Background: an optimization exercise with open tools, aiming at a short achievable clock period and few clock cycles. Do not read the settings as production practice.
Function was checked by simulation only, so behaviour that the tests miss may differ from the original.
No activity file was given, so power comes from the tool's default toggle rates.

$ cat design.v
package isaPkg;
    typedef logic [32-1:0] word_t;
    typedef logic [5-1:0]  regIdx_t;
    typedef enum logic [5:0] {
        RTYPE = 6'h00,
        J     = 6'h02,
        BEQ   = 6'h04,
        BNE   = 6'h05,
        ADDIU = 6'h09,
        ANDI  = 6'h0c,
        ORI   = 6'h0d,
        LUI   = 6'h0f,
        LW    = 6'h23,
        SW    = 6'h2b
    } opcode_t;
    typedef enum logic [5:0] {
        JR   = 6'h08,
        ADDU = 6'h21,
        SUBU = 6'h23,
        AND  = 6'h24,
        OR   = 6'h25,
        SLT  = 6'h2a
    } funct_t;
endpackage
package pipePkg;
    typedef enum logic [2:0] {ADD, SUB, AND, OR, SLT, LUI} aluOp_t;
    typedef enum logic [1:0] {NONE, MEM, WB} fwdSel_t;
    typedef struct packed {
        aluOp_t aluOp;
        logic   useImm;
        logic   zeroExtImm;
        logic   memRead;
        logic   memWrite;
        logic   isBeq;
        logic   isBne;
        logic   isJr;
        logic   regWrite;
    } decoded_t;
    typedef struct packed {
        logic [32-1:0] nextPc;
        logic [32-1:0] inst;
    } idPayload_t;
    typedef struct packed {
        logic [32-1:0] nextPc;
        logic [5-1:0] rs;
        logic [5-1:0] rt;
        logic [32-1:0] rsVal;
        logic [32-1:0] rtVal;
        logic [32-1:0] extImm;
        decoded_t        ctl;
        logic [5-1:0] dest;
    } exPayload_t;
    typedef struct packed {
        logic [32-1:0] aluResult;
        logic [32-1:0] storeData;
        logic [5-1:0] dest;
        logic            regWrite;
        logic            memRead;
        logic            memWrite;
    } memPayload_t;
    typedef struct packed {
        logic            fromLoad;
        logic [32-1:0] aluResult;
        logic [32-1:0] loadData;
        logic [5-1:0] dest;
        logic            regWrite;
    } wbPayload_t;
endpackage
module stageReg #(
    parameter int W = 1
) (
    input  logic         clk,
    input  logic         arstN,
    input  logic         stall,
    input  logic         flush,
    input  logic [W-1:0] d,
    output logic [W-1:0] q
);
    always_ff @(posedge clk or negedge arstN) begin
        if (!arstN) begin
            q <= '0;
        end else if (flush) begin
            q <= '0;
        end else if (!stall) begin
            q <= d;
        end
    end
endmodule
module regFile (
    input  logic            clk,
    input  logic            arstN,
    input  logic [31:1]     readSel1,
    input  logic [31:1]     readSel2,
    input  isaPkg::regIdx_t writeReg,
    input  logic            writeEnable,
    input  isaPkg::word_t   writeData,
    output isaPkg::word_t   readData1,
    output isaPkg::word_t   readData2
);
    isaPkg::word_t regs [1:31];
    logic [31:1]   written;
    always_ff @(posedge clk or negedge arstN) begin
        if (!arstN) begin
            written <= '0;
        end else if (writeEnable && writeReg != 5'd0) begin
            written[writeReg] <= 1'b1;
        end
    end
    always_ff @(posedge clk) begin
        if (writeEnable && writeReg != 5'd0) begin
            regs[writeReg] <= writeData;
        end
    end
    always_comb begin
        readData1 = '0;
        readData2 = '0;
        for (int i = 1; i < 32; i++) begin
            readData1 = readData1 | ({32{readSel1[i] & written[i]}} & regs[i]);
            readData2 = readData2 | ({32{readSel2[i] & written[i]}} & regs[i]);
        end
    end
endmodule
module decoder (
    input  isaPkg::word_t     inst,
    output pipePkg::decoded_t dec,
    output isaPkg::word_t     extImm,
    output isaPkg::regIdx_t   destReg,
    output logic              isJump,
    output isaPkg::word_t     jumpTarget
);
    isaPkg::opcode_t opcode;
    isaPkg::funct_t  funct;
    logic [15:0]     imm;
    assign opcode = isaPkg::opcode_t'(inst[31:26]);
    assign funct  = isaPkg::funct_t'(inst[5:0]);
    assign imm    = inst[15:0];
    always_comb begin
        dec    = '0;
        isJump = 1'b0;
        case (opcode)
            isaPkg::RTYPE: begin
                dec.regWrite = 1'b1;
                case (funct)
                    isaPkg::ADDU: dec.aluOp = pipePkg::ADD;
                    isaPkg::SUBU: dec.aluOp = pipePkg::SUB;
                    isaPkg::AND:  dec.aluOp = pipePkg::AND;
                    isaPkg::OR:   dec.aluOp = pipePkg::OR;
                    isaPkg::SLT:  dec.aluOp = pipePkg::SLT;
                    isaPkg::JR: begin
                        dec.isJr     = 1'b1;
                        dec.regWrite = 1'b0;
                    end
                    default:      dec.regWrite = 1'b0;
                endcase
            end
            isaPkg::ADDIU, isaPkg::LW, isaPkg::SW: begin
                dec.aluOp    = pipePkg::ADD;
                dec.useImm   = 1'b1;
                dec.memRead  = (opcode == isaPkg::LW);
                dec.memWrite = (opcode == isaPkg::SW);
                dec.regWrite = (opcode != isaPkg::SW);
            end
            isaPkg::ANDI, isaPkg::ORI: begin
                dec.aluOp      = (opcode == isaPkg::ANDI) ? pipePkg::AND : pipePkg::OR;
                dec.useImm     = 1'b1;
                dec.zeroExtImm = 1'b1;
                dec.regWrite   = 1'b1;
            end
            isaPkg::LUI: begin
                dec.aluOp    = pipePkg::LUI;
                dec.useImm   = 1'b1;
                dec.regWrite = 1'b1;
            end
            isaPkg::BEQ, isaPkg::BNE: begin
                dec.aluOp = pipePkg::SUB;
                dec.isBeq = (opcode == isaPkg::BEQ);
                dec.isBne = (opcode == isaPkg::BNE);
            end
            isaPkg::J:     isJump = 1'b1;
            default: ;
        endcase
    end
    assign extImm = dec.zeroExtImm ? {16'h0000, imm} : {{16{imm[15]}}, imm};
    assign destReg = (opcode == isaPkg::RTYPE) ? inst[15:11] : inst[20:16];
    assign jumpTarget = {4'h0, inst[25:0], 2'b00};
endmodule
module ksPgN (
    input  logic a,
    input  logic b,
    output logic gn,
    output logic pn
);
    assign gn = ~(a & b);
    assign pn = ~(a | b);
endmodule
module ksPgCinN (
    input  logic a,
    input  logic b,
    input  logic cin,
    output logic gn,
    output logic pn
);
    assign gn = ~((a & b) | ((a | b) & cin));
    assign pn = ~(a | b);
endmodule
module ksXor (
    input  logic a,
    input  logic b,
    output logic x
);
    assign x = a ^ b;
endmodule
module ksCellP (
    input  logic gHi,
    input  logic pHi,
    input  logic gLo,
    input  logic pLo,
    output logic gn,
    output logic pn
);
    assign gn = ~(gHi | (pHi & gLo));
    assign pn = ~(pHi & pLo);
endmodule
module ksCellN (
    input  logic gnHi,
    input  logic pnHi,
    input  logic gnLo,
    input  logic pnLo,
    output logic g,
    output logic p
);
    assign g = ~(gnHi & (pnHi | gnLo));
    assign p = ~(pnHi | pnLo);
endmodule
module ksInv (
    input  logic a,
    output logic y
);
    assign y = ~a;
endmodule
module prefixAdder #(
    parameter int W = 32,
    parameter int L = 5      
) (
    input  logic [W-1:0] a,
    input  logic [W-1:0] b,
    input  logic         cin,
    output logic [W-1:0] sum,
    output logic         cout
);
    logic [W-1:0] gl [0:L];
    logic [W-1:0] pl [0:L];
    logic [W-1:0] x;
    logic [W-1:0] carry;
    ksPgCinN pg0 (.a(a[0]), .b(b[0]), .cin(cin), .gn(gl[0][0]), .pn(pl[0][0]));
    for (genvar i = 1; i < W; i++) begin : pg
        ksPgN c (.a(a[i]), .b(b[i]), .gn(gl[0][i]), .pn(pl[0][i]));
    end
    for (genvar i = 0; i < W; i++) begin : hs
        ksXor c (.a(a[i]), .b(b[i]), .x(x[i]));
    end
    for (genvar l = 1; l <= L; l++) begin : lvl
        localparam int D = 1 << (l - 1);
        for (genvar i = 0; i < W; i++) begin : bitl
            if (i >= D) begin : comb
                if (l % 2 == 1) begin : n
                    ksCellN c (.gnHi(gl[l-1][i]), .pnHi(pl[l-1][i]),
                               .gnLo(gl[l-1][i-D]), .pnLo(pl[l-1][i-D]),
                               .g(gl[l][i]), .p(pl[l][i]));
                end else begin : p
                    ksCellP c (.gHi(gl[l-1][i]), .pHi(pl[l-1][i]),
                               .gLo(gl[l-1][i-D]), .pLo(pl[l-1][i-D]),
                               .gn(gl[l][i]), .pn(pl[l][i]));
                end
            end else begin : pass
                ksInv ig (.a(gl[l-1][i]), .y(gl[l][i]));
                ksInv ip (.a(pl[l-1][i]), .y(pl[l][i]));
            end
        end
    end
    if (L % 2 == 1) begin : trueOut
        assign carry = {gl[L][W-2:0], cin};
        assign cout  = gl[L][W-1];
    end else begin : invOut
        assign carry = {~gl[L][W-2:0], cin};
        assign cout  = ~gl[L][W-1];
    end
    assign sum = x ^ carry;
endmodule
module hazardUnit (
    input  isaPkg::regIdx_t  idRs,
    input  isaPkg::regIdx_t  idRt,
    input  isaPkg::regIdx_t  exRs,
    input  isaPkg::regIdx_t  exRt,
    input  isaPkg::regIdx_t  exDest,
    input  isaPkg::regIdx_t  memDest,
    input  isaPkg::regIdx_t  wbDest,
    input  logic             exMemRead,
    input  logic             memRegWrite,
    input  logic             wbRegWrite,
    output pipePkg::fwdSel_t rsFwd,
    output pipePkg::fwdSel_t rtFwd,
    output logic             stall
);
    assign rsFwd = (exRs == 5'd0) ? pipePkg::NONE :
                   (memRegWrite && memDest == exRs) ? pipePkg::MEM :
                   (wbRegWrite && wbDest == exRs) ? pipePkg::WB : pipePkg::NONE;
    assign rtFwd = (exRt == 5'd0) ? pipePkg::NONE :
                   (memRegWrite && memDest == exRt) ? pipePkg::MEM :
                   (wbRegWrite && wbDest == exRt) ? pipePkg::WB : pipePkg::NONE;
    assign stall = exMemRead && exDest != 5'd0 && (exDest == idRs || exDest == idRt);
endmodule
module pipeCpu (
    input  logic          clk,
    input  logic          arstN,
    output isaPkg::word_t pc,
    input  isaPkg::word_t inst,
    output isaPkg::word_t dataAddress,
    output isaPkg::word_t writeData,
    output logic          memRead,
    output logic          memWrite,
    input  isaPkg::word_t readData
);
    localparam logic [5:0] OP_R = 6'h00, OP_J = 6'h02, OP_BEQ = 6'h04, OP_BNE = 6'h05,
                           OP_ADDIU = 6'h09, OP_ANDI = 6'h0c, OP_ORI = 6'h0d,
                           OP_LUI = 6'h0f, OP_LW = 6'h23, OP_SW = 6'h2b;
    localparam logic [5:0] F_JR = 6'h08, F_ADDU = 6'h21, F_SUBU = 6'h23, F_AND = 6'h24,
                           F_OR = 6'h25, F_SLT = 6'h2a;
    localparam bit PRED_BNE = 1'b1;
    logic        dValid;
    logic [31:0] dInst;
    logic [31:0] dPc;
    logic [31:0] dPc4;
    logic [31:0] dTarget;
    logic        dPredT;
    logic [31:1] dRsHot, dRtHot;         
    logic        dEHitRs, dEHitRt;       
    logic        dMHitRs, dMHitRt;       
    logic        dWHitRs, dWHitRt;       
    logic        eBr, eJr, eWr, eLoad, eStore;
    logic        eBeq, ePredT, eConst, eZeroKnown, eIsZero, eEq;
    logic [31:0] eAltPc;
    logic [4:0]  eDest;
    logic [31:0] eOpA, eOpB, eSd;
    logic        eFwdAluA, eFwdLdA, eFwdAluB, eFwdLdB, eFwdAluSd, eFwdLdSd;
    logic        eSelAdd, eSelAnd, eSelOr, eSelSlt, eSub;
    logic        mWr, mLoad, mStore, mSelLd;
    logic [4:0]  mDest;
    logic [31:0] mAlu, mSd, mAddr;
    logic        wWr;
    logic [4:0]  wDest;
    logic [31:0] wValue;
    logic        exRedirect;
    logic [31:0] exRes;
    logic        dReplay;
    logic        dBrFix;
    logic [31:0] dBrFixTarget;
    logic        dJrGo;
    logic        dConstWr;
    logic [4:0]  dDest;
    logic [31:0] dImm;
    logic [31:0] mValue;
    logic [31:0] pc4, pcIf, pcNext, fBrTarget, fJTarget;
    logic [5:0]  fOp;
    logic [4:0]  fRs, fRt;
    logic        fIsJ, fIsBeq, fIsBne, fSame, fIsJr;
    logic        fBrUncond, fBrNever, fPredT, fJrC;
    logic [15:0] fLoSum;
    logic        fLoCarry;
    logic [13:0] fHi, fHiP, fHiM, fHiSel;
    logic [29:0] pc4Word;
    prefixAdder #(.W(30), .L(5)) fIncr (
        .a    (pc[31:2]),
        .b    (30'd0),
        .cin  (1'b1),
        .sum  (pc4Word),
        .cout ()
    );
    assign pc4 = {pc4Word, pc[1:0]};
    assign fOp = inst[31:26];
    assign fRs = inst[25:21];
    assign fRt = inst[20:16];
    assign fIsJ   = fOp == OP_J;
    assign fIsBeq = fOp == OP_BEQ;
    assign fIsBne = fOp == OP_BNE;
    assign fIsJr  = fOp == OP_R && inst[5:0] == F_JR;
    assign fSame  = fRs == fRt;
    prefixAdder #(.W(16), .L(4)) fTargetAdd (
        .a    (pc[17:2]),
        .b    (inst[15:0]),
        .cin  (1'b1),
        .sum  (fLoSum),
        .cout (fLoCarry)
    );
    assign fHi    = pc[31:18];
    prefixAdder #(.W(14), .L(4)) fHiInc (
        .a    (fHi),
        .b    (14'd0),
        .cin  (1'b1),
        .sum  (fHiP),
        .cout ()
    );
    prefixAdder #(.W(14), .L(4)) fHiDec (
        .a    (fHi),
        .b    (14'h3fff),
        .cin  (1'b0),
        .sum  (fHiM),
        .cout ()
    );
    assign fHiSel = inst[15] ? (fLoCarry ? fHi : fHiM) : (fLoCarry ? fHiP : fHi);
    assign fBrTarget = {fHiSel, fLoSum, 2'b00};
    assign fJTarget  = {pc4[31:28], inst[25:0], 2'b00};
    assign fBrUncond = fIsBeq & fSame;
    assign fBrNever  = fIsBne & fSame;
    assign fPredT    = (fIsBeq | fIsBne) & !fSame & (inst[15] | (PRED_BNE & fIsBne));
    assign fJrC      = fIsJr & dConstWr & (dDest == fRs);
    always_comb begin
        if (fIsJ)                       pcIf = fJTarget;
        else if (fBrUncond | fPredT)    pcIf = fBrTarget;
        else if (fJrC)                  pcIf = dImm;
        else                            pcIf = pc4;
        if (exRedirect)                 pcNext = eAltPc;
        else if (dReplay)               pcNext = dPc;
        else if (dBrFix)                pcNext = dBrFixTarget;
        else                            pcNext = pcIf;
    end
    always_ff @(posedge clk or negedge arstN) begin
        if (!arstN) begin
            pc <= 32'h0000_0000;
        end else begin
            pc <= pcNext;
        end
    end
    always_ff @(posedge clk or negedge arstN) begin
        if (!arstN) begin
            dValid <= 1'b0;
        end else if (exRedirect | dReplay | dBrFix | dJrGo) begin
            dValid <= 1'b0;
        end else begin
            dValid <= !(fIsJ | fBrUncond | fBrNever | fJrC);
        end
    end
    logic [31:1] fRsHot, fRtHot;
    always_comb begin
        for (int i = 1; i < 32; i++) begin
            fRsHot[i] = fRs == 5'(i);
            fRtHot[i] = fRt == 5'(i);
        end
    end
    always_ff @(posedge clk) begin
        dInst   <= inst;
        dPc     <= pc;
        dPc4    <= pc4;
        dTarget <= fBrTarget;
        dPredT  <= fPredT;
        dRsHot  <= fRsHot;
        dRtHot  <= fRtHot;
        dEHitRs <= dWr && dDest == fRs;
        dEHitRt <= dWr && dDest == fRt;
        dMHitRs <= eWr && eDest == fRs;
        dMHitRt <= eWr && eDest == fRt;
        dWHitRs <= mWr && mDest == fRs;
        dWHitRt <= mWr && mDest == fRt;
    end
    logic [5:0]  dOp, dFn;
    logic [4:0]  dRs, dRt, dRd;
    logic        dIsR, dAddu, dSubu, dAnd, dOr, dSlt, dJr;
    logic        dAddiu, dAndi, dOri, dLui, dLw, dSw, dBeq, dBne, dRAlu;
    logic        dWr, dUseImm;
    logic [31:0] rfRs, rfRt, rsVal, rtVal, rsValOld;
    logic        eHitRs, eHitRt, mHitRs, mHitRt, wHitRs, wHitRt;
    logic        jrWait, subLoad, go;
    logic [31:0] dJrTarget;
    assign dOp = dInst[31:26];
    assign dFn = dInst[5:0];
    assign dRs = dInst[25:21];
    assign dRt = dInst[20:16];
    assign dRd = dInst[15:11];
    assign dIsR   = dOp == OP_R;
    assign dAddu  = dIsR && dFn == F_ADDU;
    assign dSubu  = dIsR && dFn == F_SUBU;
    assign dAnd   = dIsR && dFn == F_AND;
    assign dOr    = dIsR && dFn == F_OR;
    assign dSlt   = dIsR && dFn == F_SLT;
    assign dJr    = dIsR && dFn == F_JR;
    assign dAddiu = dOp == OP_ADDIU;
    assign dAndi  = dOp == OP_ANDI;
    assign dOri   = dOp == OP_ORI;
    assign dLui   = dOp == OP_LUI;
    assign dLw    = dOp == OP_LW;
    assign dSw    = dOp == OP_SW;
    assign dBeq   = dOp == OP_BEQ;
    assign dBne   = dOp == OP_BNE;
    assign dRAlu  = dAddu | dSubu | dAnd | dOr | dSlt;
    assign dDest   = dRAlu ? dRd : dRt;
    assign dWr     = dValid & (dRAlu | dAddiu | dAndi | dOri | dLui | dLw) & (dDest != 5'd0);
    assign dUseImm = dAddiu | dAndi | dOri | dLui | dLw | dSw;
    assign dImm    = dLui ? {dInst[15:0], 16'h0000} :
                     (dAndi | dOri) ? {16'h0000, dInst[15:0]} :
                     {{16{dInst[15]}}, dInst[15:0]};
    assign dConstWr = dWr & (dLui | ((dAddiu | dOri) & dRs == 5'd0));
    regFile regs (
        .clk         (clk),
        .arstN       (arstN),
        .readSel1    (dRsHot),
        .readSel2    (dRtHot),
        .writeReg    (wDest),
        .writeEnable (wWr),
        .writeData   (wValue),
        .readData1   (rfRs),
        .readData2   (rfRt)
    );
    assign mValue = mSelLd ? readData : mAlu;
    assign eHitRs = dEHitRs;
    assign eHitRt = dEHitRt;
    assign mHitRs = dMHitRs;
    assign mHitRt = dMHitRt;
    assign wHitRs = dWHitRs;
    assign wHitRt = dWHitRt;
    assign rsValOld = wHitRs ? wValue : rfRs;
    assign rsVal = mHitRs ? mValue : rsValOld;
    assign rtVal = mHitRt ? mValue : wHitRt ? wValue : rfRt;
    assign jrWait  = dJr && eHitRs && !eConst;
    assign subLoad = (dSubu || dSlt) && eLoad && eHitRt;
    assign dReplay = dValid && (jrWait || subLoad);
    assign dJrGo   = dValid && dJr && !jrWait;
    assign dJrTarget = eHitRs ? eOpB : rsVal;
    assign go = dValid && !exRedirect && !dReplay;
    logic [31:0] zA, zB;
    logic        dResZero;
    assign zA = rsValOld;
    assign zB = dImm;
    assign dResZero = ~|((zA ^ zB) ^ {zA[30:0] | zB[30:0], 1'b0});
    logic dBrZeroReg, dBrTaken;
    assign dBrZeroReg = (dRs == 5'd0 && eHitRt) || (dRt == 5'd0 && eHitRs);
    assign dBrTaken   = dBeq ? eIsZero : !eIsZero;
    assign dBrFix     = dValid && (dBeq || dBne) && dBrZeroReg && eZeroKnown &&
                        (dBrTaken != dPredT) && !exRedirect;
    assign dBrFixTarget = dPredT ? dPc4 : dTarget;
    always_ff @(posedge clk or negedge arstN) begin
        if (!arstN) begin
            eBr    <= 1'b0;
            eJr    <= 1'b0;
            eWr    <= 1'b0;
            eLoad  <= 1'b0;
            eStore <= 1'b0;
        end else begin
            eBr    <= go && (dBeq || dBne) && !(dBrZeroReg && eZeroKnown);
            eJr    <= go && dJr;
            eWr    <= go && dWr;
            eLoad  <= go && dLw;
            eStore <= go && dSw;
        end
    end
    always_ff @(posedge clk) begin
        eBeq       <= dBeq;
        ePredT     <= dPredT;
        eAltPc     <= dJr ? dJrTarget : dPredT ? dPc4 : dTarget;
        eConst     <= dConstWr;
        eZeroKnown <= dAddiu && !eHitRs && !mHitRs;
        eIsZero    <= dResZero;
        eEq        <= rsVal == rtVal;
        eDest      <= dDest;
        eOpA       <= dLui ? 32'd0 : rsVal;
        eOpB       <= dUseImm ? dImm : rtVal;
        eSd        <= rtVal;
        eFwdAluA   <= !dLui && eHitRs && !eLoad;
        eFwdLdA    <= !dLui && eHitRs && eLoad;
        eFwdAluB   <= !dUseImm && eHitRt && !eLoad;
        eFwdLdB    <= !dUseImm && eHitRt && eLoad;
        eFwdAluSd  <= eHitRt && !eLoad;
        eFwdLdSd   <= eHitRt && eLoad;
        eSelAdd    <= dAddu | dSubu | dAddiu | dLw | dSw;
        eSelAnd    <= dAnd | dAndi;
        eSelOr     <= dOr | dOri | dLui;
        eSelSlt    <= dSlt;
        eSub       <= dSubu | dSlt;
    end
    logic [31:0] exAe, exBe, exA, exB, exBx, exSum, exSd, exLogic;
    logic        exSlt, exEq, exTaken;
    assign exAe = eFwdAluA ? mAlu : eOpA;
    assign exBe = eFwdAluB ? mAlu : eOpB;
    assign exA  = eFwdLdA ? readData : exAe;
    assign exB  = eFwdLdB ? readData : exBe;
    assign exSd = eFwdLdSd ? readData : eFwdAluSd ? mAlu : eSd;
    assign exBx = eFwdLdB ? readData : (exBe ^ {32{eSub}});
    prefixAdder #(.W(32), .L(5)) exAdd (
        .a    (exA),
        .b    (exBx),
        .cin  (eSub),
        .sum  (exSum),
        .cout ()
    );
    assign exSlt   = (exA[31] ^ exB[31]) ? exA[31] : exSum[31];
    assign exLogic = ({32{eSelAnd}} & (exA & exB)) |
                     ({32{eSelOr}}  & (exA | exB)) |
                     {31'd0, eSelSlt & exSlt};
    assign exRes   = ({32{eSelAdd}} & exSum) | exLogic;
    assign exEq    = eFwdAluA ? (mAlu == eOpB) :
                     eFwdAluB ? (eOpA == mAlu) :
                     eFwdLdA  ? (readData == eOpB) :
                     eFwdLdB  ? (eOpA == readData) : eEq;
    assign exTaken = eBeq ? exEq : !exEq;
    assign exRedirect = (eBr && (exTaken != ePredT)) || eJr;
    always_ff @(posedge clk or negedge arstN) begin
        if (!arstN) begin
            mWr    <= 1'b0;
            mLoad  <= 1'b0;
            mStore <= 1'b0;
            mAddr  <= '0;
        end else begin
            mWr    <= eWr;
            mLoad  <= eLoad;
            mStore <= eStore;
            mAddr  <= exRes;
        end
    end
    always_ff @(posedge clk) begin
        mDest  <= eDest;
        mAlu   <= exRes;
        mSd    <= exSd;
        mSelLd <= eLoad;
    end
    assign dataAddress = mAddr;
    assign writeData   = mSd;
    assign memRead     = mLoad;
    assign memWrite    = mStore;
    always_ff @(posedge clk or negedge arstN) begin
        if (!arstN) begin
            wWr <= 1'b0;
        end else begin
            wWr <= mWr;
        end
    end
    always_ff @(posedge clk) begin
        wDest  <= mDest;
        wValue <= mValue;
    end
endmodule
$ cat run.sh
#!/bin/bash
# synth_recipe.tcl (not shown) runs the flow's synth.tcl, then flattens the netlist and writes it again
# the make line also repeats each setting of config.mk as NAME=value (left out here)
make -C /OpenROAD-flow-scripts/flow DESIGN_CONFIG=/design/flow/config.mk WORK_HOME=/design/flow/orfs CLKGATE_MAP_FILE= SYNTH_SCRIPT=/design/flow/synth_recipe.tcl finish
$ cat config.mk
export PLATFORM = sky130hd
export DESIGN_NAME = pipeCpu
export DESIGN_NICKNAME = pipeCpu
export VERILOG_FILES = /design/flow/design.v
export SDC_FILE = /design/flow/constraint.sdc
export NUM_CORES = 4
export LEC_CHECK = 0
export CAP_MARGIN = 20
export CORE_MARGIN = 2
export CORE_UTILIZATION = 55
export PLACE_DENSITY = 0.65
export SETUP_SLACK_MARGIN = 5
export SLEW_MARGIN = 20
export SYNTH_HIERARCHICAL = 1
export SYNTH_MINIMUM_KEEP_SIZE = 0
export TNS_END_PERCENT = 100
$ cat constraint.sdc
create_clock -name core_clock -period 8.5 [get_ports {clk}]
set_input_delay 1.7000 -clock core_clock [delete_from_list [all_inputs] [get_ports {clk}]]
set_output_delay 1.7000 -clock core_clock [all_outputs]
set_load 0.01 [all_outputs]
==> metrics.log, run 1 <==
INFO  metric hold_class = flip-flop to flip-flop
INFO  metric period_minus_slack = 3.87 ns
INFO  metric cellInternalPower = 14.4 mW
INFO  metric power.share.sequential = 42.1%
INFO  metric layoutNonFillerInstCount = 8730
INFO  metric crit-reg2reg-launch = dRtHot[31]$_DFF_P_
INFO  metric syn_inst = 6513
INFO  metric clk-insertion-delay-late = 0.83 ns
INFO  metric gr-usage-all-layers = 47.7%
INFO  metric htreeDepth = 4
INFO  metric detailroute.via_count = 63800
INFO  metric critical_path.reg2reg.endpoint = eEq$_DFF_P_
INFO  metric worstPathMaxFanout = 16
INFO  metric share_of_final_layout_standard_cells_stronger_than_drive_strength_1 = 21.7%
INFO  metric setup_violations = 0
INFO  metric timing.hold.worst_path_depth = 0
INFO  metric max_slew.worst_pin.slew = 1.26 ns
INFO  metric synth-warning-count = 20
INFO  metric area_delta_synth_final = 17.4%
INFO  metric die_width = 371 um
INFO  metric grt-ovfl-total = 0
INFO  metric final.hold.worst_slack = 0.400 ns
INFO  metric port_buffers = 163
INFO  metric final_core_utilization = 65.1%
INFO  metric fp.dieH = 371 um
INFO  metric p_leak = 32.1 nW
INFO  metric cts_num_sinks = 1547
INFO  metric hold_end = mDest[2]$_DFF_P_
INFO  metric nNetsFinal = 6929
INFO  metric cp_common_cell = sky130_fd_sc_hd__nand4_1
INFO  metric fin_worst_skew = 0.0647 ns
INFO  metric final_estimated_routing_congestion_in_global_placement = 0.975
INFO  metric share_comb_of_total_power = 23.3%
INFO  metric reg_to_reg_slack_setup = 4.63 ns
INFO  metric vias_per_cell = 7.30
INFO  metric worstPathCellList = and2_2 > a22oi_1 > nand4_1 > or3_1 > mux2i_1 > o21ai_1 > xnor2_1 > nor4_2 > nand4_1 > nor2_1
INFO  metric grt_pass1_wl = 460 mm
INFO  metric status = no timing/DRC/antenna violations
INFO  metric clock_tree.buffer_depth = 3
INFO  metric core.rowCount = 134
INFO  metric clock_power_share = 34.6%
INFO  metric die_area = 138000 um2
INFO  metric pin_count_of_the_biggest_net_entering_global_routing = 70
INFO  metric setup.worst_path.start = dRtHot[31]$_DFF_P_
INFO  metric cts.clk_slew.worst_paths = 0.06 ns
INFO  metric cts_inserted_buffers = 159
INFO  metric final_cell_area = 87000 um2
INFO  metric placed_cells_incl_taps = 8299
INFO  metric initial_core_util = 55.5%
INFO  metric dp.final_hpwl = 195 mm
INFO  metric cts_tree = done
INFO  metric post_drt_wl_per_cell = 38.8 um
INFO  metric post_synth_instance_area = 74100 um2
INFO  metric cts_root_buffer = sky130_fd_sc_hd__clkbuf_16
INFO  metric drtAntennaViolNets = 0
INFO  metric max_slew_margin = 16.1%
INFO  metric worstSetupPathType = flip-flop to flip-flop
INFO  metric drt-initial-drc-count = 13400
INFO  metric cp-start-kind = flip-flop
INFO  metric sw_frac_of_total = 31.3%
INFO  metric setup_tns = 0 ns
INFO  metric vias_in_the_first_global_route = 59800
INFO  metric max_freq = 0.258 GHz
INFO  metric holdBufCountCts = 0
INFO  metric first_pass_iters = 12
INFO  metric route.final.wire_length = 338 mm
INFO  metric switching_power = 6.54 mW
INFO  metric timing.max_cap.violations = 0
INFO  metric placedInstanceArea = 78400 um2
INFO  metric critical_path.endpoint_type = flip-flop
INFO  metric worst-endpoint-required = 9.23 ns
INFO  metric crit_arrival = 4.60 ns
INFO  metric number_of_antenna_violations_at_the_first_check_in_global_routing = 14
INFO  metric core = 134000 um2
INFO  metric timing.final.crit_share = 45.6%
INFO  metric syn_area_per_cell = 11.4 um2
INFO  metric io_pins = 164
INFO  metric slowest_stage = sky130_fd_sc_hd__and2_2
INFO  metric hold_path_startpoint = eDest[2]$_DFF_P_
INFO  metric ir_worst_vdd = 0.000200 V
INFO  metric worst_r2r_path_depth = 10
INFO  metric detail_route.drc_violations = 0
INFO  metric hold_violations = 0
INFO  metric rsz0062_at_grt = true
INFO  metric power_dens_cells = 240 nW/um2
INFO  metric slew_violations = 0
INFO  metric worst_path_largest_cell_delay = 0.96 ns
==> state kept, by name (all words and copies together), names as in the netlist, 30 cells and up <==
name          cells
dInst            32
dPc              30
dPc4             32
dRsHot           31
dRtHot           31
dTarget          30
eAltPc           32
eOpA             32
eOpB             32
eSd              32
mAddr            32
mAlu             32
mSd              32
pc               32
regs.regs       992
regs.written     31
wValue           32
==> through the flow <==
stage | setup slack (ns) | power, mW
floorplan | 4.62 | 11.9
global placement | 2.95 | 13.2
detailed placement | 2.90 | 13.2
CTS | 4.78 | 20.6
global route | 4.66 | 21.5
finish | 4.63 | 20.9
==> power by group through the flow <==
stage / combinational, mW / clock (mW) / sequential, mW
6_report: 4.88 / 7.23 / 8.80
5_1_grt: 5.19 / 7.51 / 8.82
4_1_cts: 4.63 / 7.20 / 8.78
3_5_place_dp: 4.13 / 0 / 9.08
3_3_place_gp: 4.11 / 0 / 9.08
2_1_floorplan: 2.94 / 0 / 8.91
==> cells in the final DEF (no fill, tap or decap), types with 37 or more instances in the layout <==
master	count
sky130_fd_sc_hd__buf_4	162
sky130_fd_sc_hd__nand3_1	136
sky130_fd_sc_hd__a22oi_1	541
sky130_fd_sc_hd__inv_1	180
sky130_fd_sc_hd__mux2_2	100
sky130_fd_sc_hd__buf_6	49
sky130_fd_sc_hd__a221oi_1	179
sky130_fd_sc_hd__edfxtp_1	992
sky130_fd_sc_hd__and2_2	37
sky130_fd_sc_hd__dfxtp_1	415
sky130_fd_sc_hd__nand4_1	139
sky130_fd_sc_hd__ha_1	44
sky130_fd_sc_hd__o21ai_2	254
sky130_fd_sc_hd__nor2_2	52
sky130_fd_sc_hd__nand2_1	441
sky130_fd_sc_hd__o21ai_1	52
sky130_fd_sc_hd__dfrtp_1	74
sky130_fd_sc_hd__o21ai_0	99
sky130_fd_sc_hd__xor2_1	261
sky130_fd_sc_hd__a21oi_2	205
sky130_fd_sc_hd__mux2i_1	184
sky130_fd_sc_hd__clkbuf_16	164
sky130_fd_sc_hd__clkdlybuf4s50_1	84
sky130_fd_sc_hd__xnor2_1	203
sky130_fd_sc_hd__a222oi_1	63
sky130_fd_sc_hd__conb_1	177
sky130_fd_sc_hd__a22o_1	188
sky130_fd_sc_hd__a21oi_1	120
sky130_fd_sc_hd__nor2_1	419
sky130_fd_sc_hd__nor3_1	37
==> critical path, delay by kind of cell, from the launching register on <==
family	cells	cell delay, ns
XOR/XNOR	1	0.20
AND/OR/NAND/NOR	6	1.94
multiplexers	1	0.18
flip-flops	1	0.58
AO/OA/AOI/OAI	2	0.86
==> timing repair <==
item,4_1_cts,5_1_grt
pin swaps,46,61
gates resized for setup,602,248
setup buffers,67,38
hold endpoints to repair,0,0
gates cloned,16,5
endpoints found under the setup margin,217,132
==> final cells by class <==
cell class	instances	area (um2)
Timing Repair Buffer	422	4420
Multi-Input combinational cell	4497	32800
Antenna cell	12	30.0
Clock buffer	210	4370
Sequential cell	1547	41500
Inverter	191	717
Tap cell	1768	2210
Fill cell	10400	46600
Clock inverter	83	981
==> layer usage <==
metal | track usage [%] | share of wire (%) | vias to the layer above | wire (um)
li1 | - | - | 25300 | -
met1 | 57.5 | 33 | 30300 | 112000
met2 | 69.7 | 42 | 6176 | 140000
met3 | 18.4 | 15 | 1951 | 52000
met4 | 34.7 | 9.8 | 12 | 33100
met5 | 0 | 0.072 | - | 243
==> how the worst max path moves through the flow <==
stage	slack, ns	end
final	4.63	eEq$_DFF_P_
after global routing	4.66	eEq$_DFF_P_
after CTS	4.78	eEq$_DFF_P_
after detailed placement	2.90	pc[31]$_DFF_PN0_
after global placement	2.95	pc[31]$_DFF_PN0_
after floorplan	4.62	pc[10]$_DFF_PN0_
Testbench counts, summed over its fixed seeds: cycles 109,069.
==> run 2, diff against run 1 <==
--- a/design.v
+++ b/design.v
@@ -97,6 +97,6 @@
     output isaPkg::word_t   readData1,
-    output isaPkg::word_t   readData2
+    output isaPkg::word_t   readData2,
+    output logic [31:1]     written
 );
     isaPkg::word_t regs [1:31];
-    logic [31:1]   written;
     always_ff @(posedge clk or negedge arstN) begin
@@ -113,10 +113,10 @@
     end
+    logic [31:1][31:0] regsFlat;
     always_comb begin
-        readData1 = '0;
-        readData2 = '0;
         for (int i = 1; i < 32; i++) begin
-            readData1 = readData1 | ({32{readSel1[i] & written[i]}} & regs[i]);
-            readData2 = readData2 | ({32{readSel2[i] & written[i]}} & regs[i]);
+            regsFlat[i] = regs[i];
         end
     end
+    oneHotRead read1 (.sel(readSel1), .words(regsFlat), .data(readData1));
+    oneHotRead read2 (.sel(readSel2), .words(regsFlat), .data(readData2));
 endmodule
@@ -289,2 +289,56 @@
 endmodule
+module rfAoi22 (
+    input  logic s0,
+    input  logic d0,
+    input  logic s1,
+    input  logic d1,
+    output logic y
+);
+    assign y = ~((s0 & d0) | (s1 & d1));
+endmodule
+module rfNand4 (
+    input  logic a,
+    input  logic b,
+    input  logic c,
+    input  logic d,
+    output logic y
+);
+    assign y = ~(a & b & c & d);
+endmodule
+module rfNor2 (
+    input  logic a,
+    input  logic b,
+    output logic y
+);
+    assign y = ~(a | b);
+endmodule
+module rfNand2 (
+    input  logic a,
+    input  logic b,
+    output logic y
+);
+    assign y = ~(a & b);
+endmodule
+module oneHotRead (
+    input  logic [31:1]  sel,
+    input  logic [31:1][31:0] words,
+    output logic [31:0]  data
+);
+    for (genvar k = 0; k < 32; k++) begin : bitk
+        logic [15:0] l1;
+        logic [3:0]  l2;
+        logic [1:0]  l3;
+        rfAoi22 p0 (.s0(1'b0), .d0(1'b0), .s1(sel[1]), .d1(words[1][k]), .y(l1[0]));
+        for (genvar j = 1; j < 16; j++) begin : pr
+            rfAoi22 p (.s0(sel[2*j]), .d0(words[2*j][k]),
+                       .s1(sel[2*j+1]), .d1(words[2*j+1][k]), .y(l1[j]));
+        end
+        for (genvar j = 0; j < 4; j++) begin : q
+            rfNand4 n (.a(l1[4*j]), .b(l1[4*j+1]), .c(l1[4*j+2]), .d(l1[4*j+3]), .y(l2[j]));
+        end
+        rfNor2 r0 (.a(l2[0]), .b(l2[1]), .y(l3[0]));
+        rfNor2 r1 (.a(l2[2]), .b(l2[3]), .y(l3[1]));
+        rfNand2 f (.a(l3[0]), .b(l3[1]), .y(data[k]));
+    end
+endmodule
 module hazardUnit (
@@ -330,3 +384,2 @@
     logic        dValid;
-    logic [31:0] dInst;
     logic [31:0] dPc;
@@ -336,2 +389,5 @@
     logic [31:1] dRsHot, dRtHot;         
+    logic        dAddu, dSubu, dAnd, dOr, dSlt, dJr;
+    logic        dAddiu, dAndi, dOri, dLui, dLw, dSw, dBeq, dBne;
+    logic        dWrRaw, dUseImm, dConstRaw, dRsZero, dRtZero;
     logic        dEHitRs, dEHitRt;       
@@ -339,4 +395,5 @@
     logic        dWHitRs, dWHitRt;       
-    logic        eBr, eJr, eWr, eLoad, eStore;
-    logic        eBeq, ePredT, eConst, eZeroKnown, eIsZero, eEq;
+    logic        eJr, eWr, eLoad, eStore;
+    logic [4:0]  eRdEq, eRdNe;
+    logic        eConst, eZeroKnown, eIsZero, eEq;
     logic [31:0] eAltPc;
@@ -442,7 +499,35 @@
     end
-    logic [31:1] fRsHot, fRtHot;
+    logic [5:0]  fFn;
+    logic        fIsR, fAddu, fSubu, fAnd, fOr, fSlt, fJr;
+    logic        fAddiu, fAndi, fOri, fLui, fLw, fSw, fRAlu;
+    logic [4:0]  fDest;
+    logic        fWrRaw, fUseImm, fConstRaw;
+    logic [31:0] fImm;
+    assign fFn    = inst[5:0];
+    assign fIsR   = fOp == OP_R;
+    assign fAddu  = fIsR && fFn == F_ADDU;
+    assign fSubu  = fIsR && fFn == F_SUBU;
+    assign fAnd   = fIsR && fFn == F_AND;
+    assign fOr    = fIsR && fFn == F_OR;
+    assign fSlt   = fIsR && fFn == F_SLT;
+    assign fJr    = fIsJr;
+    assign fAddiu = fOp == OP_ADDIU;
+    assign fAndi  = fOp == OP_ANDI;
+    assign fOri   = fOp == OP_ORI;
+    assign fLui   = fOp == OP_LUI;
+    assign fLw    = fOp == OP_LW;
+    assign fSw    = fOp == OP_SW;
+    assign fRAlu  = fAddu | fSubu | fAnd | fOr | fSlt;
+    assign fDest    = fRAlu ? inst[15:11] : fRt;
+    assign fWrRaw   = (fRAlu | fAddiu | fAndi | fOri | fLui | fLw) & (fDest != 5'd0);
+    assign fUseImm  = fAddiu | fAndi | fOri | fLui | fLw | fSw;
+    assign fImm     = fLui ? {inst[15:0], 16'h0000} :
+                      (fAndi | fOri) ? {16'h0000, inst[15:0]} :
+                      {{16{inst[15]}}, inst[15:0]};
+    assign fConstRaw = fWrRaw & (fLui | ((fAddiu | fOri) & fRs == 5'd0));
+    logic [31:1] fRsHot, fRtHot, rfWritten;
     always_comb begin
         for (int i = 1; i < 32; i++) begin
-            fRsHot[i] = fRs == 5'(i);
-            fRtHot[i] = fRt == 5'(i);
+            fRsHot[i] = fRs == 5'(i) && (rfWritten[i] || (wWr && wDest == 5'(i)));
+            fRtHot[i] = fRt == 5'(i) && (rfWritten[i] || (wWr && wDest == 5'(i)));
         end
@@ -450,3 +535,2 @@
     always_ff @(posedge clk) begin
-        dInst   <= inst;
         dPc     <= pc;
@@ -455,2 +539,23 @@
         dPredT  <= fPredT;
+        dAddu   <= fAddu;
+        dSubu   <= fSubu;
+        dAnd    <= fAnd;
+        dOr     <= fOr;
+        dSlt    <= fSlt;
+        dJr     <= fJr;
+        dAddiu  <= fAddiu;
+        dAndi   <= fAndi;
+        dOri    <= fOri;
+        dLui    <= fLui;
+        dLw     <= fLw;
+        dSw     <= fSw;
+        dBeq    <= fIsBeq;
+        dBne    <= fIsBne;
+        dDest   <= fDest;
+        dWrRaw  <= fWrRaw;
+        dUseImm <= fUseImm;
+        dConstRaw <= fConstRaw;
+        dImm    <= fImm;
+        dRsZero <= fRs == 5'd0;
+        dRtZero <= fRt == 5'd0;
         dRsHot  <= fRsHot;
@@ -464,7 +569,3 @@
     end
-    logic [5:0]  dOp, dFn;
-    logic [4:0]  dRs, dRt, dRd;
-    logic        dIsR, dAddu, dSubu, dAnd, dOr, dSlt, dJr;
-    logic        dAddiu, dAndi, dOri, dLui, dLw, dSw, dBeq, dBne, dRAlu;
-    logic        dWr, dUseImm;
+    logic        dWr;
     logic [31:0] rfRs, rfRt, rsVal, rtVal, rsValOld;
@@ -473,30 +574,4 @@
     logic [31:0] dJrTarget;
-    assign dOp = dInst[31:26];
-    assign dFn = dInst[5:0];
-    assign dRs = dInst[25:21];
-    assign dRt = dInst[20:16];
-    assign dRd = dInst[15:11];
-    assign dIsR   = dOp == OP_R;
-    assign dAddu  = dIsR && dFn == F_ADDU;
-    assign dSubu  = dIsR && dFn == F_SUBU;
-    assign dAnd   = dIsR && dFn == F_AND;
-    assign dOr    = dIsR && dFn == F_OR;
-    assign dSlt   = dIsR && dFn == F_SLT;
-    assign dJr    = dIsR && dFn == F_JR;
-    assign dAddiu = dOp == OP_ADDIU;
-    assign dAndi  = dOp == OP_ANDI;
-    assign dOri   = dOp == OP_ORI;
-    assign dLui   = dOp == OP_LUI;
-    assign dLw    = dOp == OP_LW;
-    assign dSw    = dOp == OP_SW;
-    assign dBeq   = dOp == OP_BEQ;
-    assign dBne   = dOp == OP_BNE;
-    assign dRAlu  = dAddu | dSubu | dAnd | dOr | dSlt;
-    assign dDest   = dRAlu ? dRd : dRt;
-    assign dWr     = dValid & (dRAlu | dAddiu | dAndi | dOri | dLui | dLw) & (dDest != 5'd0);
-    assign dUseImm = dAddiu | dAndi | dOri | dLui | dLw | dSw;
-    assign dImm    = dLui ? {dInst[15:0], 16'h0000} :
-                     (dAndi | dOri) ? {16'h0000, dInst[15:0]} :
-                     {{16{dInst[15]}}, dInst[15:0]};
-    assign dConstWr = dWr & (dLui | ((dAddiu | dOri) & dRs == 5'd0));
+    assign dWr      = dValid & dWrRaw;
+    assign dConstWr = dValid & dConstRaw;
     regFile regs (
@@ -510,3 +585,4 @@
         .readData1   (rfRs),
-        .readData2   (rfRt)
+        .readData2   (rfRt),
+        .written     (rfWritten)
     );
@@ -534,10 +610,16 @@
     logic dBrZeroReg, dBrTaken;
-    assign dBrZeroReg = (dRs == 5'd0 && eHitRt) || (dRt == 5'd0 && eHitRs);
+    assign dBrZeroReg = (dRsZero && eHitRt) || (dRtZero && eHitRs);
     assign dBrTaken   = dBeq ? eIsZero : !eIsZero;
     assign dBrFix     = dValid && (dBeq || dBne) && dBrZeroReg && eZeroKnown &&
-                        (dBrTaken != dPredT) && !exRedirect;
+                        (dBrTaken != dPredT);
     assign dBrFixTarget = dPredT ? dPc4 : dTarget;
+    logic       dBrGo;
+    logic [4:0] dCmpSel;
+    assign dBrGo   = go && (dBeq || dBne) && !(dBrZeroReg && eZeroKnown);
+    assign dCmpSel = {eHitRs && !eLoad, eHitRt && !eLoad, eHitRs && eLoad, eHitRt && eLoad,
+                      !eHitRs && !eHitRt};
     always_ff @(posedge clk or negedge arstN) begin
         if (!arstN) begin
-            eBr    <= 1'b0;
+            eRdEq  <= '0;
+            eRdNe  <= '0;
             eJr    <= 1'b0;
@@ -547,3 +629,4 @@
         end else begin
-            eBr    <= go && (dBeq || dBne) && !(dBrZeroReg && eZeroKnown);
+            eRdEq  <= {5{dBrGo && (dBeq != dPredT)}} & dCmpSel;
+            eRdNe  <= {5{dBrGo && (dBeq == dPredT)}} & dCmpSel;
             eJr    <= go && dJr;
@@ -555,4 +638,2 @@
     always_ff @(posedge clk) begin
-        eBeq       <= dBeq;
-        ePredT     <= dPredT;
         eAltPc     <= dJr ? dJrTarget : dPredT ? dPc4 : dTarget;
@@ -579,3 +660,2 @@
     logic [31:0] exAe, exBe, exA, exB, exBx, exSum, exSd, exLogic;
-    logic        exSlt, exEq, exTaken;
     assign exAe = eFwdAluA ? mAlu : eOpA;
@@ -593,13 +673,12 @@
     );
-    assign exSlt   = (exA[31] ^ exB[31]) ? exA[31] : exSum[31];
+    logic exSameSign;
+    assign exSameSign = exA[31] ~^ exB[31];
     assign exLogic = ({32{eSelAnd}} & (exA & exB)) |
                      ({32{eSelOr}}  & (exA | exB)) |
-                     {31'd0, eSelSlt & exSlt};
-    assign exRes   = ({32{eSelAdd}} & exSum) | exLogic;
-    assign exEq    = eFwdAluA ? (mAlu == eOpB) :
-                     eFwdAluB ? (eOpA == mAlu) :
-                     eFwdLdA  ? (readData == eOpB) :
-                     eFwdLdB  ? (eOpA == readData) : eEq;
-    assign exTaken = eBeq ? exEq : !exEq;
-    assign exRedirect = (eBr && (exTaken != ePredT)) || eJr;
+                     {31'd0, eSelSlt & !exSameSign & exA[31]};
+    assign exRes   = ({32{eSelAdd}} & exSum) | exLogic |
+                     {31'd0, eSelSlt & exSameSign & exSum[31]};
+    logic [4:0] exCmp;
+    assign exCmp = {mAlu == eOpB, eOpA == mAlu, readData == eOpB, eOpA == readData, eEq};
+    assign exRedirect = |((exCmp & eRdEq) | (~exCmp & eRdNe)) || eJr;
     always_ff @(posedge clk or negedge arstN) begin
==> flow/run.sh (new file) <==
#!/bin/bash
set -euo pipefail
bash standard.sh finish SETUP_SLACK_MARGIN=5.8 > make.log 2>&1
==> standard.sh (new file) <==
#!/bin/bash
# synth_recipe.tcl (not shown) runs the flow's synth.tcl, then flattens the netlist and writes it again
# the make line also repeats each setting of config.mk as NAME=value (left out here)
make -C /OpenROAD-flow-scripts/flow DESIGN_CONFIG=/design/flow/config.mk WORK_HOME=/design/flow/orfs CLKGATE_MAP_FILE= SYNTH_SCRIPT=/design/flow/synth_recipe.tcl "${@:-finish}"
removed: run.sh
==> run 2 against run 1 <==
Cell count up 8.6%; combinational power rose by 19%; power grew 5.1%; global-route usage shrank 6.4 points; wire length is 7.1% lower; worst setup slack better by 0.48 ns; die area grew 7.4%.
==> metrics.log, run 2 <==
INFO  metric post_drt_wl_per_cell = 33.2 um (-14%)
INFO  metric setup_violations = 0 (unchanged)
INFO  metric synth-warning-count = 20 (unchanged)
INFO  metric die_width = 385 um (+3.6%)
INFO  metric port_buffers = 163 (unchanged)
INFO  metric area_delta_synth_final = 24.7%
INFO  metric rsz0062_at_grt = true
INFO  metric cts_tree = done
INFO  metric cts_inserted_buffers = 166 (+4.4%)
INFO  metric largest_register_ffs = 992 (unchanged)
INFO  metric drtAntennaViolNets = 0 (unchanged)
INFO  metric leading_cell_type_in_the_layout_fill_and_taps_excluded = sky130_fd_sc_hd__a22oi_2
INFO  metric final_core_utilization = 69.2% (+4.1 points)
INFO  metric dp.final_hpwl = 196 mm (+0.43%)
INFO  metric p_leak = 35.0 nW (+9.0%)
INFO  metric cp_common_cell = sky130_fd_sc_hd__buf_12
INFO  metric status = no timing/DRC/antenna violations
INFO  metric core.rowCount = 139 (+3.7%)
INFO  metric vias_per_cell = 6.64 (-9.1%)
INFO  metric setup_tns = 0 ns (unchanged)
INFO  metric cts.clk_slew.worst_paths = 0.06 ns (about the same)
INFO  metric clock_tree.buffer_depth = 3 (unchanged)
INFO  metric drt-initial-drc-count = 7547 (-44%)
INFO  metric post_synth_instance_area = 79700 um2 (+7.5%)
INFO  metric pin_count_of_the_biggest_net_entering_global_routing = 74 (+5.7%)
INFO  metric fin_worst_skew = 0.0333 ns (-0.0313 ns)
INFO  metric syn_inst = 6505 (-0.12%)
INFO  metric crit_arrival = 4.07 ns (-0.53 ns)
INFO  metric share_of_final_layout_standard_cells_stronger_than_drive_strength_1 = 42.5% (+21 points)
INFO  metric worst-endpoint-required = 9.17 ns (-0.06 ns)
INFO  metric period_minus_slack = 3.39 ns (-0.480 ns)
INFO  metric fillerInstances = 10300 (-0.33%)
INFO  metric crit_family = simple AND/OR/NAND/NOR gates
INFO  metric worst_path_largest_cell_delay = 0.41 ns (-0.55 ns)
INFO  metric syn_area_per_cell = 12.2 um2 (+7.6%)
INFO  metric grt_pass1_wl = 435 mm (-5.4%)
INFO  metric grt-ovfl-total = 0 (unchanged)
INFO  metric gr-usage-all-layers = 41.3% (-6.4 points)
INFO  metric core = 144000 um2 (+7.5%)
INFO  metric max_slew.worst_pin.slew = 1.17 ns (-0.0894 ns)
INFO  metric max_freq = 0.295 GHz (+14%)
INFO  metric power_dens_cells = 221 nW/um2 (-8.0%)
INFO  metric slew_violations = 0 (unchanged)
INFO  metric htreeDepth = 4 (unchanged)
INFO  metric first_pass_iters = 17 (+5)
INFO  metric cts_num_sinks = 1578 (+2.0%)
INFO  metric hold_class = flip-flop to flip-flop
INFO  metric route.final.wire_length = 314 mm (-7.1%)
INFO  metric number_of_antenna_violations_at_the_first_check_in_global_routing = 16 (+2)
INFO  metric io_pins = 164 (unchanged)
INFO  metric layout.cells.most_common_list = 1026 x sky130_fd_sc_hd__a22oi_2, 992 x sky130_fd_sc_hd__edfxtp_1, 413 x sky130_fd_sc_hd__nor2_1
INFO  metric nNetsFinal = 7547 (+8.9%)
INFO  metric timing.final.crit_share = 39.9% (-5.7 points)
INFO  metric detailroute.via_count = 62900 (-1.3%)
INFO  metric clk-insertion-delay-late = 0.82 ns (about the same)
INFO  metric timing.max_cap.violations = 0 (unchanged)
INFO  metric worstPathMaxFanout = 7 (-9)
INFO  metric worstSetupPathType = primary input to flip-flop
INFO  metric fp.dieH = 385 um (+3.6%)
INFO  metric cts_root_buffer = sky130_fd_sc_hd__clkbuf_16
INFO  metric slowest_stage = sky130_fd_sc_hd__nor4_2
INFO  metric initial_core_util = 55.5% (about the same)
INFO  metric critical_path.endpoint_type = flip-flop
INFO  metric vias_in_the_first_global_route = 59500 (-0.61%)
INFO  metric worstPathCellList = buf_12 > xor2_2 > nor4_2 > nand4_1 > o41ai_4 > and4_4 > buf_12 > buf_12 > mux2_4
INFO  metric ir_worst_vdd = 0.000199 V (-0.59%)
INFO  metric max_slew_margin = 22.2% (+6.1 points)
INFO  metric cp-start-kind = primary input
INFO  metric critical_path.n_buffers_inverters = 3 (+3)
INFO  metric register_with_the_most_flip_flops = regs.regs
INFO  metric final_estimated_routing_congestion_in_global_placement = 0.989 (+1.5%)
INFO  metric die_area = 148000 um2 (+7.4%)
INFO  metric hold_violations = 0 (unchanged)
INFO  metric detail_route.drc_violations = 0 (unchanged)
INFO  metric holdBufCountCts = 0 (unchanged)
run 2: cell types whose count changed in the layout (fill, tap and decap cells not counted), moves of 106 or more:
cell                       delta
sky130_fd_sc_hd__a22oi_2   +1026
sky130_fd_sc_hd__a22oi_1    -539
sky130_fd_sc_hd__buf_4      +169
sky130_fd_sc_hd__buf_6      +106
sky130_fd_sc_hd__nand4_1    +143
sky130_fd_sc_hd__conb_1     +128
sky130_fd_sc_hd__a221oi_1   -179
sky130_fd_sc_hd__nand3_1    -125
sky130_fd_sc_hd__a22o_1     -184
run 2: worst paths after layout:
path | from | to | slack (ns) | cells after the start
max in group asynchronous | arstN | pc[14]$_DFF_PN0_ | 6.24 | 2
hold reg to reg | dSlt$_DFF_P_ | eSelSlt$_DFF_P_ | 0.38 | 0
setup reg to reg | mAlu[5]$_DFF_P_ | pc[25]$_DFF_PN0_ | 5.21 | 9
min in group asynchronous | arstN | mAddr[5]$_DFF_PN0_ | 0.97 | 1
hold / removal | dSlt$_DFF_P_ | eSelSlt$_DFF_P_ | 0.38 | 0
setup / recovery | readData[14] | pc[25]$_DFF_PN0_ | 5.11 | 9
run 2: timing repair:
item                        CTS  global route
hold endpoints to repair      0             0
setup buffers               216           102
gates cloned                 16             6
gates resized for setup    1523           281
setup endpoints to repair   756           317
pin swaps                   232           128
run 2: stage by stage:
step                hold WS, ns  std cells  worst slack (ns)  power (mW)  instance area [um2]
floorplan                 0.331       6806              4.88        12.5                82300
global placement          0.372       8831              2.88        14.0                86500
detailed placement        0.375       8831              2.98        14.0                86500
CTS                       0.374       9368              5.24        21.6                97100
global route              0.388       9478              5.11        22.7                99400
finish                    0.379       9484              5.11        22.0                99400
run 2: layer usage:
metal / wire [um] / share of wire, % / global-route usage (%) / vias to the layer above
met5: 94 / 0.030 / 0 / -
met4: 17500 / 5.6 / 19.9 / 12
met3: 36800 / 12 / 10.8 / 767
met2: 135000 / 43 / 59.9 / 4009
met1: 125000 / 40 / 57.6 / 31600
li1: - / - / - / 26600
run 2: cell type report:
cell class | count | area, um2 | area share [%]
Inverter | 198 | 797 | 0.802
Tap cell | 1903 | 2380 | 2.40
Timing Repair inverter | 1 | 8.76 | 0.00881
Timing Repair Buffer | 676 | 7220 | 7.27
Clock inverter | 80 | 724 | 0.729
Multi-Input combinational cell | 4815 | 41300 | 41.5
Clock buffer | 225 | 4620 | 4.65
Sequential cell | 1578 | 42300 | 42.6
Antenna cell | 8 | 20.0 | 0.0201
run 2: where the power goes:
group | internal, mW | leakage, nW | switching (mW)
clock network | 4.05 | 2.62 | 3.14
registers | 8.63 | 14.7 | 0.356
logic | 2.28 | 17.7 | 3.52
total | 15.0 | 35.0 | 7.01
Testbench counts of run 2, summed over its fixed seeds: cycles 109,069.
==> run 3, diff against run 2 <==
--- a/design.v
+++ b/design.v
@@ -392,2 +392,3 @@
     logic        dWrRaw, dUseImm, dConstRaw, dRsZero, dRtZero;
+    logic        dReplayPre, dJrGoPre, dBrZeroPre, dBrK;
     logic        dEHitRs, dEHitRt;       
@@ -534,3 +535,12 @@
     end
+    logic fEHitRs, fEHitRt, fJrWait, fSubLoad;
+    assign fEHitRs  = dWr && dDest == fRs;
+    assign fEHitRt  = dWr && dDest == fRt;
+    assign fJrWait  = fJr && fEHitRs && !dConstWr;
+    assign fSubLoad = (fSubu || fSlt) && dLw && fEHitRt;
     always_ff @(posedge clk) begin
+        dReplayPre <= fJrWait || fSubLoad;
+        dJrGoPre   <= fJr && !fJrWait;
+        dBrZeroPre <= (fIsBeq || fIsBne) && ((fRs == 5'd0 && fEHitRt) || (fRt == 5'd0 && fEHitRs));
+        dBrK       <= fPredT ^ fIsBne;
         dPc     <= pc;
@@ -562,4 +572,4 @@
         dRtHot  <= fRtHot;
-        dEHitRs <= dWr && dDest == fRs;
-        dEHitRt <= dWr && dDest == fRt;
+        dEHitRs <= fEHitRs;
+        dEHitRt <= fEHitRt;
         dMHitRs <= eWr && eDest == fRs;
@@ -572,3 +582,3 @@
     logic        eHitRs, eHitRt, mHitRs, mHitRt, wHitRs, wHitRt;
-    logic        jrWait, subLoad, go;
+    logic        go;
     logic [31:0] dJrTarget;
@@ -598,6 +608,4 @@
     assign rtVal = mHitRt ? mValue : wHitRt ? wValue : rfRt;
-    assign jrWait  = dJr && eHitRs && !eConst;
-    assign subLoad = (dSubu || dSlt) && eLoad && eHitRt;
-    assign dReplay = dValid && (jrWait || subLoad);
-    assign dJrGo   = dValid && dJr && !jrWait;
+    assign dReplay = dValid && dReplayPre;
+    assign dJrGo   = dValid && dJrGoPre;
     assign dJrTarget = eHitRs ? eOpB : rsVal;
@@ -609,7 +617,5 @@
     assign dResZero = ~|((zA ^ zB) ^ {zA[30:0] | zB[30:0], 1'b0});
-    logic dBrZeroReg, dBrTaken;
-    assign dBrZeroReg = (dRsZero && eHitRt) || (dRtZero && eHitRs);
-    assign dBrTaken   = dBeq ? eIsZero : !eIsZero;
-    assign dBrFix     = dValid && (dBeq || dBne) && dBrZeroReg && eZeroKnown &&
-                        (dBrTaken != dPredT);
+    logic dBrZeroReg;
+    assign dBrZeroReg = dBrZeroPre;
+    assign dBrFix     = dValid && dBrZeroPre && eZeroKnown && (eIsZero ^ dBrK);
     assign dBrFixTarget = dPredT ? dPc4 : dTarget;
==> run 3 against run 2 <==
Sequential cell count increased by 1; combinational power increased by 2%; synthesized area about the same; cell area increased by 0.82%; first-iteration DRC count increased by 11%; clock power decreased by 0.6%; register-to-register slack improved by 0.03 ns; wire length increased by 0.18%; count of clock-buffer cells in the layout unchanged; synthesized cell count decreased by 0.65%; sequential power about the same; clock skew increased by 0.0067 ns; critical path type unchanged; highest routed layer unchanged.
==> metrics.log, run 3 <==
INFO  metric timing.final.crit_share = 39.2% (-0.72 points)
INFO  metric detail_route.drc_violations = 0 (unchanged)
INFO  metric syn_inst = 6463 (-0.65%)
INFO  metric drtAntennaViolNets = 0 (unchanged)
INFO  metric fin_worst_skew = 0.0400 ns (+0.00668 ns)
INFO  metric htreeDepth = 4 (unchanged)
INFO  metric hold_violations = 0 (unchanged)
INFO  metric pin_count_of_the_biggest_net_entering_global_routing = 85 (+15%)
INFO  metric layout.area.seq = 42300 um2 (about the same)
INFO  metric syn_area_per_cell = 12.3 um2 (+0.63%)
INFO  metric core.rowCount = 139 (unchanged)
INFO  metric setup_violations = 0 (unchanged)
INFO  metric cts_num_sinks = 1579 (+0.063%)
INFO  metric dp.final_hpwl = 196 mm (-0.24%)
INFO  metric final_core_utilization = 69.8% (+0.57 points)
INFO  metric register_with_the_most_flip_flops = regs.regs
INFO  metric setup_tns = 0 ns (unchanged)
INFO  metric power_dens_cells = 220 nW/um2 (-0.30%)
INFO  metric critical_path.reg2reg.endpoint = mAddr[24]$_DFF_PN0_
INFO  metric rsz0062_at_grt = true
INFO  metric worst_r2r_path_depth = 17 (+8)
INFO  metric max_slew_margin = 5.28% (-17 points)
INFO  metric largest_register_ffs = 992 (unchanged)
INFO  metric holdBufCountCts = 0 (unchanged)
INFO  metric grt-ovfl-total = 0 (unchanged)
INFO  metric max_slew.worst_pin.slew = 1.42 ns (+0.253 ns)
INFO  metric die_width = 385 um (about the same)
INFO  metric io_pins = 164 (unchanged)
INFO  metric cts_root_buffer = sky130_fd_sc_hd__clkbuf_16
INFO  metric cp-start-kind = primary input
INFO  metric nNetsFinal = 7490 (-0.76%)
INFO  metric core = 144000 um2 (unchanged)
INFO  metric leading_cell_type_in_the_layout_fill_and_taps_excluded = sky130_fd_sc_hd__a22oi_2
INFO  metric setup.worst_path.start = readData[1]
INFO  metric worstPathMaxFanout = 4 (-3)
INFO  metric crit-reg2reg-launch = eFwdAluB$_DFF_P_
INFO  metric slew_violations = 0 (unchanged)
INFO  metric worst-endpoint-required = 9.18 ns (about the same)
INFO  metric max_freq = 0.300 GHz (+1.8%)
INFO  metric clock_tree.buffer_depth = 3 (unchanged)
INFO  metric period_minus_slack = 3.33 ns (-0.0613 ns)
INFO  metric vias_per_cell = 6.71 (+1.1%)
INFO  metric cts_inserted_buffers = 165 (-0.60%)
INFO  metric die_area = 148000 um2 (about the same)
INFO  metric post_synth_instance_area = 79700 um2 (about the same)
INFO  metric timing.max_cap.violations = 0 (unchanged)
INFO  metric area_of_combinational_cells_with_multiple_inputs = 42200 um2 (+2.2%)
INFO  metric vias_in_the_first_global_route = 59900 (+0.70%)
INFO  metric critPathCapture = mAddr[27]$_DFF_PN0_
INFO  metric drt-initial-drc-count = 8354 (+11%)
INFO  metric final_estimated_routing_congestion_in_global_placement = 0.992 (+0.27%)
INFO  metric post_drt_wl_per_cell = 33.4 um (+0.77%)
INFO  metric number_of_antenna_violations_at_the_first_check_in_global_routing = 15 (-1)
INFO  metric area_delta_synth_final = 25.8%
INFO  metric initial_core_util = 55.5% (about the same)
INFO  metric first_pass_iters = 16 (-1)
INFO  metric clk-insertion-delay-late = 0.83 ns (about the same)
INFO  metric worstSetupPathType = primary input to flip-flop
INFO  metric ir_worst_vdd = 0.000186 V (-6.3%)
INFO  metric grt_pass1_wl = 436 mm (+0.16%)
INFO  metric port_buffers = 163 (unchanged)
INFO  metric route.final.wire_length = 315 mm (+0.18%)
INFO  metric status = no timing/DRC/antenna violations
INFO  metric crit_arrival = 4.02 ns (-0.05 ns)
INFO  metric hold_class = flip-flop to flip-flop
INFO  metric p_leak = 35.2 nW (+0.53%)
INFO  metric fillerInstances = 10200 (-1.1%)
INFO  metric synth-warning-count = 20 (unchanged)
INFO  metric layout.cells.most_common_list = 1025 x sky130_fd_sc_hd__a22oi_2, 992 x sky130_fd_sc_hd__edfxtp_1, 375 x sky130_fd_sc_hd__dfxtp_1
INFO  metric share_of_final_layout_standard_cells_stronger_than_drive_strength_1 = 44.2% (+1.8 points)
INFO  metric gr-usage-all-layers = 41.4% (+0.090 points)
INFO  metric cts.clk_slew.worst_paths = 0.06 ns (about the same)
INFO  metric critical_path.endpoint_type = flip-flop
INFO  metric cts_tree = done
INFO  metric detailroute.via_count = 63300 (+0.50%)
INFO  metric fp.dieH = 385 um (about the same)
INFO  metric reg_to_reg_slack_setup = 5.24 ns (+0.03 ns)
-- run 3: what timing repair did --
item                                     CTS  global route
buffers inserted                         238            69
pin swaps                                247           200
gates cloned                              27             4
resized for setup                       1621           347
endpoints found under the setup margin  1171           310
-- run 3: worst min-delay path by stage --
stage	slack, ns	cells after the start	end	start
2_1_floorplan	0.32	0	eSelSlt$_DFF_P_	dSlt$_DFF_P_
6_report	0.35	0	eSelSlt$_DFF_P_	dSlt$_DFF_P_
3_5_place_dp	0.33	0	eSelSlt$_DFF_P_	dSlt$_DFF_P_
5_1_grt	0.36	0	eSelSlt$_DFF_P_	dSlt$_DFF_P_
3_3_place_gp	0.33	0	eSelSlt$_DFF_P_	dSlt$_DFF_P_
4_1_cts	0.35	0	eSelSlt$_DFF_P_	dSlt$_DFF_P_
-- run 3: cell type report --
| cell class | count | area share [%] |
|---|---|---|
| inverters | 196 | 0.810 |
| flip-flops and latches | 1579 | 42.3 |
| clock inverters | 80 | 0.676 |
| clock buffers | 225 | 4.64 |
| repair buffers | 661 | 7.06 |
| repair inverters | 3 | 0.0337 |
| multi-input cells | 4773 | 42.1 |
| well taps | 1903 | 2.38 |
| diodes | 8 | 0.0200 |
-- run 3: power breakdown --
group	internal (mW)	switching [mW]
Combinational	2.36	3.58
Sequential	8.64	0.360
Clock	4.01	3.14
-- run 3: through the flow --
| step | hold slack, ns | worst slack, ns | cell area [um2] | power, mW | instances |
|---|---|---|---|---|---|
| floorplan | 0.323 | 4.73 | 82500 | 12.5 | 6764 |
| global placement | 0.333 | 3.31 | 86500 | 14.0 | 8777 |
| finish | 0.350 | 5.17 | 100000 | 22.1 | 9428 |
| global route | 0.364 | 5.11 | 100000 | 22.8 | 9421 |
| CTS | 0.350 | 5.28 | 97900 | 21.7 | 9347 |
| detailed placement | 0.334 | 3.25 | 86500 | 14.0 | 8777 |
-- run 3: routing by layer --
metal,global-route usage [%],wire length [um]
met1,56.6,123000
met2,60.2,135000
met3,11.0,37600
met4,22.0,19400
met5,0,119
-- run 3: critical path: stages --
cell	delay (ns)
sky130_fd_sc_hd__buf_6	0.09
sky130_fd_sc_hd__buf_8	0.13
sky130_fd_sc_hd__buf_6	0.14
sky130_fd_sc_hd__nand2_4	0.07
sky130_fd_sc_hd__o21ai_4	0.07
sky130_fd_sc_hd__buf_6	0.15
sky130_fd_sc_hd__nor2_4	0.14
sky130_fd_sc_hd__nor2_4	0.06
sky130_fd_sc_hd__a21oi_4	0.20
sky130_fd_sc_hd__buf_6	0.13
sky130_fd_sc_hd__buf_6	0.08
sky130_fd_sc_hd__buf_6	0.08
sky130_fd_sc_hd__buf_6	0.09
sky130_fd_sc_hd__inv_6	0.04
sky130_fd_sc_hd__a21oi_4	0.20
sky130_fd_sc_hd__o21ai_4	0.11
sky130_fd_sc_hd__xor2_1	0.15
sky130_fd_sc_hd__a221o_1	0.37
Testbench counts of run 3, summed over its fixed seeds: cycles 109,069.

-- re-timing with driven ports --
How much do the figures lean on ideal ports? The routed layouts below were timed once more, with nothing changed but the port constraints.
Step 1: set_driving_cell puts a clkbuf_16 on clk and a buf_2 on each other input, an assumption about the parent block.
Step 2 moves the port delays by t, midway between the first and last clock arrival at a register: inputs arrive t later, outputs are due t later. That takes back most of the time a late clock gives input paths.
Three values: ideal ports, drivers, drivers and shift; two values: the first two.
run | shift t [ns] | setup WS [ns] | hold WS [ns]
run 1 | 0.876 | 4.628 / 4.628 / 3.871 | 0.400 / 0.400 / 0.400
run 2 | 0.892 | 5.108 / 5.145 / 4.253 | 0.379 / 0.379 / 0.379
run 3 | 0.896 | 5.169 / 5.172 / 4.276 | 0.350 / 0.350 / 0.350
After both steps setup and hold are still met in every run listed. For run 3, which loses most, drivers alone change the setup slack by +0.003 ns; drivers and shift together by -0.893 ns.
